Background: an optimization exercise with open tools, aiming at small area, a short achievable clock period and few clock cycles per item. Do not read the settings as production practice.
Where RTL was checked, it was by simulation tests only, not by an equivalence proof against the original.
Power is estimated from default activity; no workload was simulated.

Design ordered_dither_spiral_screen_unit, start of the top module:
module ordered_dither_spiral_screen_unit (
    input  logic                          i_clk,
    input  logic                          i_rst_n,
    input  logic                          i_cfg_valid,
    output logic                          o_cfg_ready,
    input  logic [odss_pkg::SIDE_W-1:0]   i_cfg_data,     
    input  logic                          s_axis_tvalid,
    output logic                          s_axis_tready,
    input  logic [odss_pkg::IN_W-1:0]     s_axis_tdata,
    input  logic [0:0]                    s_axis_tuser,   
    output logic                          m_axis_tvalid,
    input  logic                          m_axis_tready,
    output logic [odss_pkg::OUT_W-1:0]    m_axis_tdata,
    output logic [0:0]                    m_axis_tuser    
);
==> flow/config.mk <==
export PLATFORM = sky130hd
export DESIGN_NAME = ordered_dither_spiral_screen_unit
export DESIGN_NICKNAME = ordered_dither_spiral_screen_unit
export VERILOG_FILES = /design/flow/design.v
export SDC_FILE = /design/flow/constraint.sdc
export NUM_CORES = 4
export LEC_CHECK = 0
export ABC_AREA = 1
export CAP_MARGIN = 20
export CORE_MARGIN = 2
export CORE_UTILIZATION = 40
export PLACE_DENSITY = 0.6
export SLEW_MARGIN = 20
==> flow/constraint.sdc <==
create_clock -name core_clock -period 10.0 [get_ports {i_clk}]
set_input_delay 2.0000 -clock core_clock [delete_from_list [all_inputs] [get_ports {i_clk}]]
set_output_delay 2.0000 -clock core_clock [all_outputs]
set_load 0.01 [all_outputs]
standard.sh (not shown) runs the stock make flow with config.mk's settings and CLKGATE_MAP_FILE= SYNTH_SCRIPT=/design/flow/synth_recipe.tcl, a recipe that flattens the netlist after the stock synthesis.
==> flow/flow/run.sh <==
#!/bin/bash
set -euo pipefail
bash standard.sh SETUP_SLACK_MARGIN=6.2 finish > layout.log 2>&1
The starting point went through all stages and came out clean.
Testbench counts at the start, summed over its fixed seeds: cycles 13,195, items 12,795.
Change:
==> flow/run.sh (new file) <==
#!/bin/bash
# synth_recipe.tcl (not shown) runs the flow's synth.tcl, then flattens the netlist and writes it again
# the make line also repeats each setting of config.mk as NAME=value (left out here)
make -C /OpenROAD-flow-scripts/flow DESIGN_CONFIG=/design/flow/config.mk WORK_HOME=/design/flow/orfs CLKGATE_MAP_FILE= SYNTH_SCRIPT=/design/flow/synth_recipe.tcl finish
Settings changed: SETUP_SLACK_MARGIN from default to 5.
removed: flow/flow/run.sh
removed: flow/standard.sh
- The changed run produced a clean layout
- global-route usage decreases by 0.85 points
- final area goes down by 4.7%
- wire length falls by 4.8%
- total power falls by 6.5%
- first-iteration DRC count came out higher by 4.9%
- combinational power fell by 9.6%
- synthesized area is unchanged
Change:
==> flow/flow/run.sh (new file) <==
#!/bin/bash
set -euo pipefail
bash standard.sh SETUP_SLACK_MARGIN=5.6 finish > layout.log 2>&1
==> flow/standard.sh (new file) <==
#!/bin/bash
# synth_recipe.tcl (not shown) runs the flow's synth.tcl, then flattens the netlist and writes it again
# the make line also repeats each setting of config.mk as NAME=value (left out here)
make -C /OpenROAD-flow-scripts/flow DESIGN_CONFIG=/design/flow/config.mk WORK_HOME=/design/flow/orfs CLKGATE_MAP_FILE= SYNTH_SCRIPT=/design/flow/synth_recipe.tcl "${@:-finish}"
Settings changed: SETUP_SLACK_MARGIN 5 to default.
removed: flow/run.sh
What happened:
- The changed run went through all stages and came out clean
- area after synthesis stays the same
- sequential share of layout area goes down by 0.59 points
- cell count goes up by 1.4%
- global-route usage goes up by 0.27 points
- worst setup slack improves by 0.32 ns
- maximum frequency goes up by 7.1%
- via count goes up by 1.1%
- flip-flop and latch count stays the same


== ember ==
Another version of the RTL of ordered_dither_spiral_screen_unit (not shown whole).
Size: roughly 260 flip-flops, roughly 87 I/O pins, roughly 20000 um2 of cells after synthesis.
Design ordered_dither_spiral_screen_unit, start of the top module:
module ordered_dither_spiral_screen_unit (
    input  logic                          i_clk,
    input  logic                          i_rst_n,
    input  logic                          i_cfg_valid,
    output logic                          o_cfg_ready,
    input  logic [odss_pkg::SIDE_W-1:0]   i_cfg_data,     
    input  logic                          s_axis_tvalid,
    output logic                          s_axis_tready,
    input  logic [odss_pkg::IN_W-1:0]     s_axis_tdata,
    input  logic [0:0]                    s_axis_tuser,   
    output logic                          m_axis_tvalid,
    input  logic                          m_axis_tready,
    output logic [odss_pkg::OUT_W-1:0]    m_axis_tdata,
    output logic [0:0]                    m_axis_tuser    
);
    logic [4:0] r_cfg;           
    logic       w_beat;
    logic       w_pix_in;
    logic       w_pv;
    logic [3:0] w_pd;
    assign o_cfg_ready = 1'b1;
    always_ff @(posedge i_clk) begin
        if (!i_rst_n) begin
            r_cfg <= odss_pkg::SIDE_RESET;
        end else if (i_cfg_valid) begin
            if (i_cfg_data == '0) begin
                r_cfg <= 5'd1;
            end else if (i_cfg_data > 5'd16) begin
                r_cfg <= 5'd16;
            end else begin
                r_cfg <= i_cfg_data;
  ...
clock: 10.0 ns
lec_check: 0
abc_area: 1
cap_margin: 20
core_margin: 2
core_utilization: 55
place_density: 0.7
slew_margin: 20
==> flow/flow/run.sh <==
#!/bin/bash
set -euo pipefail
bash standard.sh SETUP_SLACK_MARGIN=5.6 \
    "BUFFER_PORTS_ARGS=-buffer_cell sky130_fd_sc_hd__buf_1" \
    "CTS_ARGS=-sink_clustering_enable -repair_clock_nets -dont_use_dummy_load" \
    finish > layout.log 2>&1
ember finished every step from synthesis to the final layout, and the layout passed the timing, DRC and antenna checks.
[inputs] yarrow vs ember
Settings: changing CORE_UTILIZATION from 55 to 40; changing PLACE_DENSITY from 0.7 to 0.6.
## What came out
Delta (yarrow minus ember): design area increased by 1.7% relative to the old numbers, total power after layout +0.83%.
Compared with ember, yarrow shows a higher total die area.
yarrow vs. ember: fraction of power consumed by sequential logic went down; maximum frequency went down; post-route fraction of the period consumed by the critical path went up.
Compared with ember, yarrow shows sum of met2 wire segment lengths after detailed routing higher by 8.7%.
No functional check of the RTL was part of any run of this note.


Another version of the RTL of ordered_dither_spiral_screen_unit (not shown whole).
Size: ~270 flip-flops, ~20,000 sq um of cells after synthesis.
clock: 10.0 ns
lec_check: 0
abc_area: 1
cap_margin: 20
core_margin: 2
core_utilization: 55
place_density: 0.7
slew_margin: 20
==> flow/flow/run.sh <==
#!/bin/bash
set -euo pipefail
bash standard.sh SETUP_SLACK_MARGIN=5.8 \
    "BUFFER_PORTS_ARGS=-buffer_cell sky130_fd_sc_hd__buf_1" \
    "CTS_ARGS=-sink_clustering_enable -repair_clock_nets -dont_use_dummy_load -buf_list sky130_fd_sc_hd__clkbuf_8 -sink_clustering_size 25 -sink_clustering_max_diameter 50" \
    finish > layout.log 2>&1
Testbench counts at the start, summed over its fixed seeds: cycles 13,195, items 12,795.
==> next run, changes <==
--- a/flow/flow/run.sh
+++ b/flow/flow/run.sh
@@ -2,3 +2,3 @@
 set -euo pipefail
-bash standard.sh SETUP_SLACK_MARGIN=5.8 \
+bash standard.sh SETUP_SLACK_MARGIN=6.0 \
     "BUFFER_PORTS_ARGS=-buffer_cell sky130_fd_sc_hd__buf_1" \
CORE_UTILIZATION = 50   (was 55)
PLACE_DENSITY = 0.65   (was 0.7)
What happened:
- synthesized cell count does not change
- routed wire length came out higher by 0.77%
- maximum frequency came out higher by 3.0%
- synthesized area is unchanged
- design area rose by 2.7%
- power grows by 1.9%
==> next run, changes <==
ABC_AREA = unset   (was 1)
ABC_CLOCK_PERIOD_IN_PS = 4000   (was unset)
CORE_UTILIZATION = 55   (was 50)
PLACE_DENSITY = 0.7   (was 0.65)
The new run produced a clean layout. Cell count goes down by 11%. Design area rose by 6.8%. Total power decreases by 6.3%. Non-clock buffer count climbs by 60.
==> next run, changes <==
ABC_AREA = 1   (was unset)
ABC_CLOCK_PERIOD_IN_PS = unset   (was 4000)
Combinational power came out higher by about 8%.
Die area drops by about 4.5%.
Setup slack gets better by 0.53 ns.
Area after synthesis shrinks by about 4.6%.
Critical path depth rises by 1.
Global-route usage increases by 1.5 points.
Non-clock buffer count drops by 61.
Design area falls by about 7%.
Clock skew rose by 0.011 ns.
Sequential share of layout area goes up by 1.7 points.
Maximum frequency went up by 14%.


Another version of the RTL of ordered_dither_spiral_screen_unit (not shown whole).
For scale: about 2200 cells after synthesis, ~270 flip-flops, about 87 I/O pins, about 20000 µm² of cells after synthesis.
Settings: LEC_CHECK=0, ABC_CLOCK_PERIOD_IN_PS=4000, CAP_MARGIN=20, CORE_MARGIN=2, CORE_UTILIZATION=40, PLACE_DENSITY=0.6, SETUP_SLACK_MARGIN=5, SLEW_MARGIN=20; clock period 10.0 ns.
run.sh (not shown) runs the stock make flow with config.mk's settings and CLKGATE_MAP_FILE= SYNTH_SCRIPT=/design/flow/synth_recipe.tcl, a recipe that flattens the netlist after the stock synthesis.
Stock flow here: none of the scripts above is used.
==> next run, changes <==
- ABC_AREA: unset -> 1
- ABC_CLOCK_PERIOD_IN_PS: 4000 -> unset
After rerunning: The changed run passed the timing, DRC and antenna checks; synthesized area climbs slightly; combinational power climbs by a few percent; cell count climbs by roughly a tenth; routed wire length climbs by roughly a tenth; clock skew climbs by 0.010 ns; global-route usage climbs by 1.3 points; maximum frequency climbs by a few percent; final area climbs by a few percent; non-clock buffer count drops by 1.
No functional check of the RTL was part of any run of this note.


== run 1 ==
ordered_dither_spiral_screen_unit with an RTL version that a note above also has.
For scale: ~2500 cells after synthesis, roughly 87 I/O pins, about 0.020 mm^2 of cells after synthesis.
Design ordered_dither_spiral_screen_unit, start of the top module:
module ordered_dither_spiral_screen_unit (
    input  logic                          i_clk,
    input  logic                          i_rst_n,
    input  logic                          i_cfg_valid,
    output logic                          o_cfg_ready,
    input  logic [odss_pkg::SIDE_W-1:0]   i_cfg_data,     
    input  logic                          s_axis_tvalid,
    output logic                          s_axis_tready,
    input  logic [odss_pkg::IN_W-1:0]     s_axis_tdata,
    input  logic [0:0]                    s_axis_tuser,   
    output logic                          m_axis_tvalid,
    input  logic                          m_axis_tready,
    output logic [odss_pkg::OUT_W-1:0]    m_axis_tdata,
    output logic [0:0]                    m_axis_tuser    
);
    logic [4:0] r_cfg;           
    logic       w_beat;
    logic       w_pix_in;
    logic       w_pv;
    logic [3:0] w_pd;
    assign o_cfg_ready = 1'b1;
    always_ff @(posedge i_clk) begin
        if (!i_rst_n) begin
            r_cfg <= odss_pkg::SIDE_RESET;
        end else if (i_cfg_valid) begin
            if (i_cfg_data == '0) begin
                r_cfg <= 5'd1;
            end else if (i_cfg_data > 5'd16) begin
                r_cfg <= 5'd16;
            end else begin
                r_cfg <= i_cfg_data;
            end
        end
    end
    assign w_beat   = s_axis_tvalid && s_axis_tready;
    assign w_pix_in = w_beat && s_axis_tuser[0];
  ...
==> flow/config.mk <==
export PLATFORM = sky130hd
export DESIGN_NAME = ordered_dither_spiral_screen_unit
export DESIGN_NICKNAME = ordered_dither_spiral_screen_unit
export VERILOG_FILES = /design/flow/design.v
export SDC_FILE = /design/flow/constraint.sdc
export NUM_CORES = 4
export LEC_CHECK = 0
export ABC_AREA = 1
export CAP_MARGIN = 20
export CORE_MARGIN = 2
export CORE_UTILIZATION = 55
export PLACE_DENSITY = 0.7
export SLEW_MARGIN = 20
==> flow/constraint.sdc <==
create_clock -name core_clock -period 10.0 [get_ports {i_clk}]
set_input_delay 2.0000 -clock core_clock [delete_from_list [all_inputs] [get_ports {i_clk}]]
set_output_delay 2.0000 -clock core_clock [all_outputs]
set_load 0.01 [all_outputs]
standard.sh (not shown) runs the stock make flow with config.mk's settings and CLKGATE_MAP_FILE= SYNTH_SCRIPT=/design/flow/synth_recipe.tcl, a recipe that flattens the netlist after the stock synthesis.
==> flow/flow/run.sh <==
#!/bin/bash
set -euo pipefail
bash standard.sh SETUP_SLACK_MARGIN=6.2 \
    "BUFFER_PORTS_ARGS=-buffer_cell sky130_fd_sc_hd__buf_1" \
    "CTS_ARGS=-sink_clustering_enable -repair_clock_nets -dont_use_dummy_load -buf_list sky130_fd_sc_hd__clkbuf_8 -sink_clustering_size 25 -sink_clustering_max_diameter 50" \
    finish > layout.log 2>&1
Run 1 went all the way through synthesis, placement and routing and the layout is clean on timing, DRC and antenna.
Testbench counts of run 1, summed over its fixed seeds: cycles 13,195, items 12,795.
Input-level comparison between run 2 and run 1:
- SETUP_SLACK_MARGIN: unset -> 5
==> flow/run.sh (new file) <==
#!/bin/bash
# synth_recipe.tcl (not shown) runs the flow's synth.tcl, then flattens the netlist and writes it again
# the make line also repeats each setting of config.mk as NAME=value (left out here)
make -C /OpenROAD-flow-scripts/flow DESIGN_CONFIG=/design/flow/config.mk WORK_HOME=/design/flow/orfs CLKGATE_MAP_FILE= SYNTH_SCRIPT=/design/flow/synth_recipe.tcl finish
removed: flow/flow/run.sh
removed: flow/standard.sh
==> run notes <==
Between run 2 and run 1, it is run 2 whose routed wire length is lower, by 3.4%. When the final numbers for run 2 and run 1 were put side by side, the final critical-path setup slack turned out to be smaller in run 2. Routed wirelength normalized by instance count, run 2 and run 1: higher on run 1. Taking run 1 as the reference, in run 2 worst slack at placement down 0.055 ns; total vias in the final route fell 514; part of the total power dissipated in combinational logic saw a decrease. Run 2: post-CTS setup-driven buffer insertion count is 49 lower than what run 1 reported. Power density of the placed cells up 3.9% in run 2 wrt run 1. Run 2 ends up with a total power that is 1.3% higher than in run 1.
### run 2 -> run 3
- SETUP_SLACK_MARGIN no longer set, was 5
==> flow/flow/run.sh (new file) <==
#!/bin/bash
set -euo pipefail
bash standard.sh SETUP_SLACK_MARGIN=6.0 \
    "BUFFER_PORTS_ARGS=-buffer_cell sky130_fd_sc_hd__buf_1" \
    "CTS_ARGS=-sink_clustering_enable -repair_clock_nets -dont_use_dummy_load -buf_list sky130_fd_sc_hd__clkbuf_8 -sink_clustering_size 25 -sink_clustering_max_diameter 50" \
    finish > layout.log 2>&1
==> flow/standard.sh (new file) <==
#!/bin/bash
# synth_recipe.tcl (not shown) runs the flow's synth.tcl, then flattens the netlist and writes it again
# the make line also repeats each setting of config.mk as NAME=value (left out here)
make -C /OpenROAD-flow-scripts/flow DESIGN_CONFIG=/design/flow/config.mk WORK_HOME=/design/flow/orfs CLKGATE_MAP_FILE= SYNTH_SCRIPT=/design/flow/synth_recipe.tcl "${@:-finish}"
removed: flow/run.sh
==> run notes <==
Row area added between synthesis and finish: run 3 higher / run 2 lower
Compare run 3 and run 2 | total met2 wirelength after detailed routing higher: run 3
Run 3 -> run 2: final area flat
Run 3 vs run 2, combinational group share of total power went up by 6.5 points.
diff inputs: run 3 => run 4
==> flow/flow/run.sh <==
#!/bin/bash
set -euo pipefail
bash standard.sh SETUP_SLACK_MARGIN=5.6 \
    "BUFFER_PORTS_ARGS=-buffer_cell sky130_fd_sc_hd__buf_1" \
    "CTS_ARGS=-sink_clustering_enable -repair_clock_nets -dont_use_dummy_load" \
    finish > layout.log 2>&1
==> run notes <==
Diff run 3 -> run 4: placed standard-cell area stayed essentially flat; global routing usage on met2 increased 0.33 points.
Total routing resource utilization after global routing: run 4 < run 3
Relative to run 3, highest ir drop seen on vdd increased by 17% in run 4.
Run comparison: run 4 endpoint of the worst setup timing path u_back.r2_ph[0][7]$_DFF_P_; run 3 endpoint of the worst setup timing path u_back.r2_ph[2][6]$_DFF_P_
In run 4, the post-CTS setup-driven buffer insertion count came out 13 below the value in run 3.
The run showing the smaller largest clock skew in the final design is run 4.
Final critical path time including I/O delays and setup in run 4 vs run 3: up 0.30 ns
Diff run 4 and run 3: worst hold-check slack higher in run 4

-- port drivers added, routing unchanged --
No port has a modelled driver above. Below, the same layouts with a new extraction and two added sets of constraints. Step 1: set_driving_cell puts a clkbuf_16 on i_clk and a buf_2 on each other input, an assumption about the parent block. Step 2 moves the port delays by t, midway between the first and last clock arrival at a register: inputs arrive t later, outputs are due t later. That takes back most of the time a late clock gives input paths. Slacks: no drivers / after step 1 / after step 2; pairs: no drivers / after step 1.
run	shift t [ns]	slack for setup (ns)	worst data-port slew with drivers (ns)
the first run of note 1	0.615	5.570 / 5.570 / 5.570	0.04
the second run of note 1	0.629	5.226 / 5.226 / 5.226	0.04
the third run of note 1	0.614	5.543 / 5.543 / 5.543	0.04
ember	0.589	5.607 / 5.607 / 5.607	0.04
yarrow	0.601	5.582 / 5.582 / 5.582	0.04
the first run of note 3	0.623	5.946 / 5.946 / 5.946	0.03
the second run of note 3	0.631	6.062 / 6.062 / 6.041	0.04
the third run of note 3	0.627	5.565 / 5.565 / 5.565	0.07
the fourth run of note 3	0.640	6.098 / 6.098 / 6.057	0.03
the first run of note 4	0.613	4.708 / 4.708 / 4.708	0.04
the second run of note 4	0.635	4.833 / 4.833 / 4.833	0.12
run 1	0.656	6.049 / 6.049 / 6.027	0.03
run 2	0.603	5.286 / 5.286 / 5.286	0.04
run 3	0.640	6.098 / 6.098 / 6.057	0.03
run 4	0.591	5.803 / 5.803 / 5.803	0.03
After both steps every run listed still meets setup and hold.
